What follows belongs to an exercise in optimizing a design on an open flow for small area; a production flow would make more cautious choices.
The RTL was checked by simulation tests, not by an equivalence proof against the original design.
Power and IR drop assume default switching activity.

## design/flow/run.sh

```bash
#!/bin/bash
# synth_recipe.tcl (not shown) runs the flow's synth.tcl, then flattens the netlist and writes it again
# the make line also repeats each setting of config.mk as NAME=value (left out here)
make -C /OpenROAD-flow-scripts/flow DESIGN_CONFIG=/design/flow/config.mk WORK_HOME=/design/flow/orfs CLKGATE_MAP_FILE= SYNTH_SCRIPT=/design/flow/synth_recipe.tcl finish
```

## design/flow/design.v

```verilog
package dmem_pkg;
    typedef enum logic {
        ST_CLEAR = 1'b0,
        ST_READY = 1'b1
    } state_t;
    typedef enum logic [1:0] {
        ERR_OK      = 2'd0,
        ERR_RANGE   = 2'd1,
        ERR_BOTH    = 2'd2,
        ERR_NONE_OP = 2'd3
    } err_t;
    function automatic integer bytes_of(input integer data_width);
        bytes_of = data_width / 8;
    endfunction
    function automatic integer index_width(input integer depth);
        index_width = (depth > 1) ? $clog2(depth) : 1;
    endfunction
endpackage
module dmem_read_pipe #(
    parameter int DATA_WIDTH = 16,
    parameter int LATENCY    = 1
) (
    input  logic                  clock,
    input  logic                  reset_n,
    input  logic                  in_vld,
    input  logic                  in_err,
    input  logic [DATA_WIDTH-1:0] in_dat,
    output logic                  out_vld,
    output logic                  out_err,
    output logic [DATA_WIDTH-1:0] out_dat
);
    logic [LATENCY-1:0]    vld_q;
    logic [LATENCY-1:0]    err_q;
    logic [DATA_WIDTH-1:0] dat_q [LATENCY];
    always_ff @(posedge clock or negedge reset_n) begin
        if (!reset_n) begin
            vld_q <= '0;
            err_q <= '0;
            for (int i = 0; i < LATENCY; i++) begin
                dat_q[i] <= '0;
            end
        end else begin
            vld_q[0] <= in_vld;
            err_q[0] <= in_err;
            if (in_vld) begin
                dat_q[0] <= in_dat;
            end
            for (int i = 1; i < LATENCY; i++) begin
                vld_q[i] <= vld_q[i-1];
                err_q[i] <= err_q[i-1];
                if (vld_q[i-1]) begin
                    dat_q[i] <= dat_q[i-1];
                end
            end
        end
    end
    assign out_vld = vld_q[LATENCY-1];
    assign out_err = err_q[LATENCY-1];
    assign out_dat = dat_q[LATENCY-1];
endmodule
module data_memory_pipelined #(
    parameter int DATA_WIDTH   = 16,
    parameter int ADDR_WIDTH   = 16,
    parameter int DEPTH        = 256,
    parameter int READ_LATENCY = 1
) (
    input  logic                      clock,
    input  logic                      reset_n,
    input  logic                      ReqValid,
    output logic                      ReqReady,
    input  logic                      MemWrite,
    input  logic                      MemRead,
    input  logic [ADDR_WIDTH-1:0]     Address,
    input  logic [DATA_WIDTH-1:0]     WriteData,
    input  logic [DATA_WIDTH/8-1:0]   ByteEnable,
    output logic [DATA_WIDTH-1:0]     ReadData,
    output logic                      ReadValid,
    output logic                      AccessError
);
    localparam int BYTES     = dmem_pkg::bytes_of(DATA_WIDTH);
    localparam int LANE_BITS = (BYTES > 1) ? $clog2(BYTES) : 0;
    localparam int IDX_W     = dmem_pkg::index_width(DEPTH);
    dmem_pkg::state_t                state;
    dmem_pkg::state_t                state_nxt;
    logic                  clr_we;
    logic [IDX_W-1:0]      clr_cnt;
    logic [DATA_WIDTH-1:0] mem [DEPTH];
    logic [ADDR_WIDTH-1:0] word_addr;
    logic [IDX_W-1:0]      word_idx;
    dmem_pkg::err_t                  err_cause;
    logic                  acc;
    logic                  req_err;
    logic                  wr_acc;
    logic                  pipe_vld;
    logic                  pipe_err;
    logic [DATA_WIDTH-1:0] pipe_dat;
    assign word_addr = Address >> LANE_BITS;
    assign word_idx  = word_addr[IDX_W-1:0];
    always_ff @(posedge clock or negedge reset_n) begin
        if (!reset_n) begin
            state   <= dmem_pkg::ST_CLEAR;
            clr_cnt <= '0;
        end else begin
            state <= state_nxt;
            if (clr_we) begin
                clr_cnt <= clr_cnt + 1'b1;
            end
        end
    end
    always_comb begin
        state_nxt = state;
        ReqReady  = 1'b0;
        clr_we    = 1'b0;
        case (state)
            dmem_pkg::ST_CLEAR: begin
                clr_we = 1'b1;
                if (clr_cnt == IDX_W'(DEPTH - 1)) begin
                    state_nxt = dmem_pkg::ST_READY;
                end
            end
            dmem_pkg::ST_READY: begin
                ReqReady = 1'b1;
            end
            default: state_nxt = dmem_pkg::ST_CLEAR;
        endcase
    end
    always_comb begin
        err_cause = dmem_pkg::ERR_OK;
        if (MemWrite && MemRead) begin
            err_cause = dmem_pkg::ERR_BOTH;
        end else if (!MemWrite && !MemRead) begin
            err_cause = dmem_pkg::ERR_NONE_OP;
        end else if (64'(word_addr) >= 64'(DEPTH)) begin
            err_cause = dmem_pkg::ERR_RANGE;
        end
    end
    assign acc     = ReqValid && ReqReady;
    assign req_err = (err_cause != dmem_pkg::ERR_OK);
    assign wr_acc  = acc && MemWrite && !req_err;
    assign pipe_vld = acc && MemRead;
    assign pipe_err = acc && req_err;
    assign pipe_dat = req_err ? '0 : mem[word_idx];
    always_ff @(posedge clock) begin
        if (clr_we) begin
            mem[clr_cnt] <= '0;
        end else if (wr_acc) begin
            for (int b = 0; b < BYTES; b++) begin
                if (ByteEnable[b]) begin
                    mem[word_idx][8*b +: 8] <= WriteData[8*b +: 8];
                end
            end
        end
    end
    dmem_read_pipe #(
        .DATA_WIDTH (DATA_WIDTH),
        .LATENCY    (READ_LATENCY)
    ) u_read_pipe (
        .clock   (clock),
        .reset_n (reset_n),
        .in_vld  (pipe_vld),
        .in_err  (pipe_err),
        .in_dat  (pipe_dat),
        .out_vld (ReadValid),
        .out_err (AccessError),
        .out_dat (ReadData)
    );
endmodule
```

## design/flow/config.mk

```make
export PLATFORM = sky130hd
export DESIGN_NAME = data_memory_pipelined
export DESIGN_NICKNAME = data_memory_pipelined
export VERILOG_FILES = /design/flow/design.v
export SDC_FILE = /design/flow/constraint.sdc
export NUM_CORES = 4
export LEC_CHECK = 0
export CAP_MARGIN = 20
export CORE_MARGIN = 2
export CORE_UTILIZATION = 40
export SLEW_MARGIN = 20
```

## design/flow/constraint.sdc

```tcl
create_clock -name core_clock -period 5.0 [get_ports {clock}]
set_input_delay 1.0000 -clock core_clock [delete_from_list [all_inputs] [get_ports {clock}]]
set_output_delay 1.0000 -clock core_clock [all_outputs]
set_load 0.01 [all_outputs]
```

==> results_dict.tcl <==
set metrics [dict create \
    fmax_mhz 253 \
    clock_latency_ns 0.99 \
    cts_tree "yes" \
    syn_avg_cell_area_sq_um 19.6 \
    placementRows 234 \
    hpwl_microns 320000 \
    drc 0 \
    worst_slew_pin_slew_ns 1.07 \
    cts_hold_buffers 0 \
    cp-startpoint "MemWrite" \
    hp-class "input pin to asynchronous set/reset pin" \
    synth_top_area_cell "edfxtp_1" \
    synth_edf_count 4096 \
    yosysWarnings 3 \
    wire_per_inst_microns 31.8 \
    intPower_w 0.0558 \
    io_buffers 56 \
    grt_pass1_vias 87700 \
    cts_made_buffers 406 \
    ys.flop_type "edfxtp_1" \
    die_h_microns 642 \
    drtPass1Iterations 6 \
    drt_iter0_drc 11200 \
    nNetsFinal 9371 \
    die_w_microns 642 \
    ys_top_cells_by_count "edfxtp_1, mux2i_1, nor2_1, mux4_2, clkbuf_1" \
    power_frac_comb_pct 3.3 \
    core_sq_um 406000 \
    worst-endpoint-required_ns 5.66 \
    syn-cell-area_sq_um 163000 \
    post_cts_resized 0 \
    yosysMostFrequentCell "edfxtp_1" \
    startpoint_type "input pin" \
    period_share_pct 79.2 \
    vias 88400 \
    crit_arrival_ns 4.62 \
    maxCapViolCount 0 \
    slew_viol_final 0 \
    netlist.area_leader.share_pct 75.4 \
    r2r-start "state$_DFF_PN0_" \
    layout-drive-gt1-share_pct 26.0 \
    ys_seq_area_share_pct 75.9 \
    max_slew_margin_pct 28.8 \
    fin_skew_ns 0.0630 \
    track_usage_pct 22.8 \
    worst_ir_drop_vdd_mv 0.337 \
    setup_violations 0 \
    endpoint_kind "register" \
    ant_nets 0 \
    p_sw_w 0.0147 \
    cp_max_fo 8 \
    path_clk_slew_ns 0.07 \
    async_reset_ff_share_pct 0.655 \
    status "timing/DRC/antenna clean" \
    leakagePower_nw 53.5 \
    grt-ovfl-total 0 \
    start_util_pct 40.1 \
    cts_max_level 5 \
    cts_sinks 4123 \
    ys_ff_latch 4123 \
    antenna_found_initial 29 \
    drt-total-wl_microns 481000 \
    io-pin-count 58 \
    via_per_inst 5.85 \
    clockBufferDepth 4 \
    die_area_sq_um 413000 \
    tns_ns 0 \
    sw_frac_of_total_pct 20.9 \
    clkPwrFrac_pct 43.7 \
    fin_crit_ns 3.96 \
    fin_util_pct 47.2 \
    synthToLayoutAreaGrowth_pct 17.5 \
    path_class "input pin to register" \
    place.gp.congestion 0.876 \
    cts_setup_buffers 0 \
    seqPwrFrac_pct 53.0 \
    netlist_top_cells_area "edfxtp_1, mux4_2, mux2i_1" \
    ys_types 89 \
    grt_max_degree 104 \
    rsz0062_at_grt "false" \
    cts_root_buf "clkbuf_16" \
    hold_violations 0 \
    power_density_nw_per_um2 368 \
    grt_pass1_wl_microns 673000 \
    netlist_instances 8302 \
    power.total_w 0.0705 \
    synthesis.nets 8344 \
]
-- path summary, 6_finish.rpt --
path	end	slack (ns)	cells after the start
min	u_read_pipe.dat_q[0][9]$_DFFE_PN0P_	0.21	2
max	mem[47][14]$_DFFE_PP_	1.04	14
min in group core_clock	clr_cnt[7]$_DFFE_PN0N_	0.57	1
min reg2reg	clr_cnt[7]$_DFFE_PN0N_	0.57	1
max in group asynchronous	u_read_pipe.err_q$_DFF_PN0_	4.17	2
max reg2reg	mem[47][14]$_DFFE_PP_	1.73	10
-- registers in the layout (all words and copies together), names as in the netlist --
register,count
u_read_pipe.dat_q,16
u_read_pipe.vld_q,1
mem,4096
clr_cnt,8
state,1
u_read_pipe.err_q,1
-- kinds of logic after synthesis --
logic type	synth area share [%]
adders and majority gates	0.0230
xor gates and xnor gates	0.0376
and+or+nand+nor	2.84
muxes	14.0
AOI/OAI and AO/OA	4.73
DFF	75.9
buffers and inverters	2.48
-- power groups by stage --
stage                     registers [W]  clock network, W  logic (W)
after floorplan                  0.0381                 0    0.00135
after global placement           0.0381                 0    0.00230
after detailed placement         0.0381                 0    0.00230
after CTS                        0.0374            0.0311    0.00231
after global routing             0.0374            0.0325    0.00237
final                            0.0374            0.0308    0.00233
-- critical path, stage by stage --
cell	delay, ns
clkdlybuf4s50_1	0.54
inv_1	0.06
ha_1	0.19
nor4_1	0.18
a21oi_1	0.18
nor3_4	0.24
buf_12	0.17
mux2_2	0.37
or2_2	0.34
nand2b_2	0.21
buf_12	0.16
buf_4	0.19
nor2_1	0.49
buf_4	0.26
-- layer usage --
layer,vias to the layer above,part of all wire [%],track usage [%]
li1,36300,-,-
met1,46800,39,31.2
met2,4542,48,37.1
met3,764,9.4,4.48
met4,14,3.4,7.12
met5,-,0.020,0
-- layout by cell type, fill, tap and decap left out, drive strengths merged, types with 47 or more instances in the layout --
cell	Yosys	layout
edfxtp	4096	4096
buf	361	1174
mux2i	828	828
mux4	631	631
nor2	616	616
clkbuf	237	479
a221oi	240	240
clkinv	2	195
o21ai	163	163
a21oi	121	121
a22oi	117	117
nand2	101	101
a221o	91	91
nor3	84	84
nand2b	58	58
nand3	50	50
bufinv	0	47
clkdlybuf4s50	0	47
-- area by class of cell --
cell class | instances | area (sq um)
fill | 33700 | 215000
sequential | 4123 | 124000
multi-input combinational | 3565 | 35500
timing repair buffer | 1221 | 12100
clock buffer | 479 | 10600
tap | 5428 | 6790
clock inverter | 273 | 2790
inverter | 12 | 60.1
antenna | 12 | 30.0
-- per-stage QoR --
step | area, sq um | worst slack (ns) | instances | hold WS, ns
detailed placement | 178000 | 0.186 | 14300 | 0.553
CTS | 192000 | 1.20 | 15100 | 0.153
global route | 192000 | 0.991 | 15100 | 0.199
floorplan | 163000 | -1.18 | 8302 | 0.500
global placement | 178000 | 0.188 | 14300 | 0.536
finish | 192000 | 1.04 | 15100 | 0.207

==> re-timing with driven ports <==
Ports are ideal in the flow. The routed layout listed here was re-timed in OpenROAD.
Step 1 (the two cells are an assumption about what drives the block):
set clk [get_ports {clock}]
set_driving_cell -lib_cell sky130_fd_sc_hd__clkbuf_16 $clk
set_driving_cell -lib_cell sky130_fd_sc_hd__buf_2 [delete_from_list [all_inputs] $clk]
Step 2, shift: input delay + t, output delay - t, t = (earliest + latest rising clock arrival at the registers) / 2. This alone moves slack from input paths to output paths.
Slacks: no drivers / after step 1 / after step 2; pairs: no drivers / after step 1.
t (ns): 1.075
slack for setup (ns): 1.042 / 1.124 / 0.050
hold slack, ns: 0.207 / 0.124 / 0.571
worst setup path after step 2: input to register
clock arrival spread, ns: 0.078 / 0.079
After both steps this run still meets setup and hold. For this run, drivers alone change the setup slack by +0.082 ns; drivers and shift together by -0.992 ns.
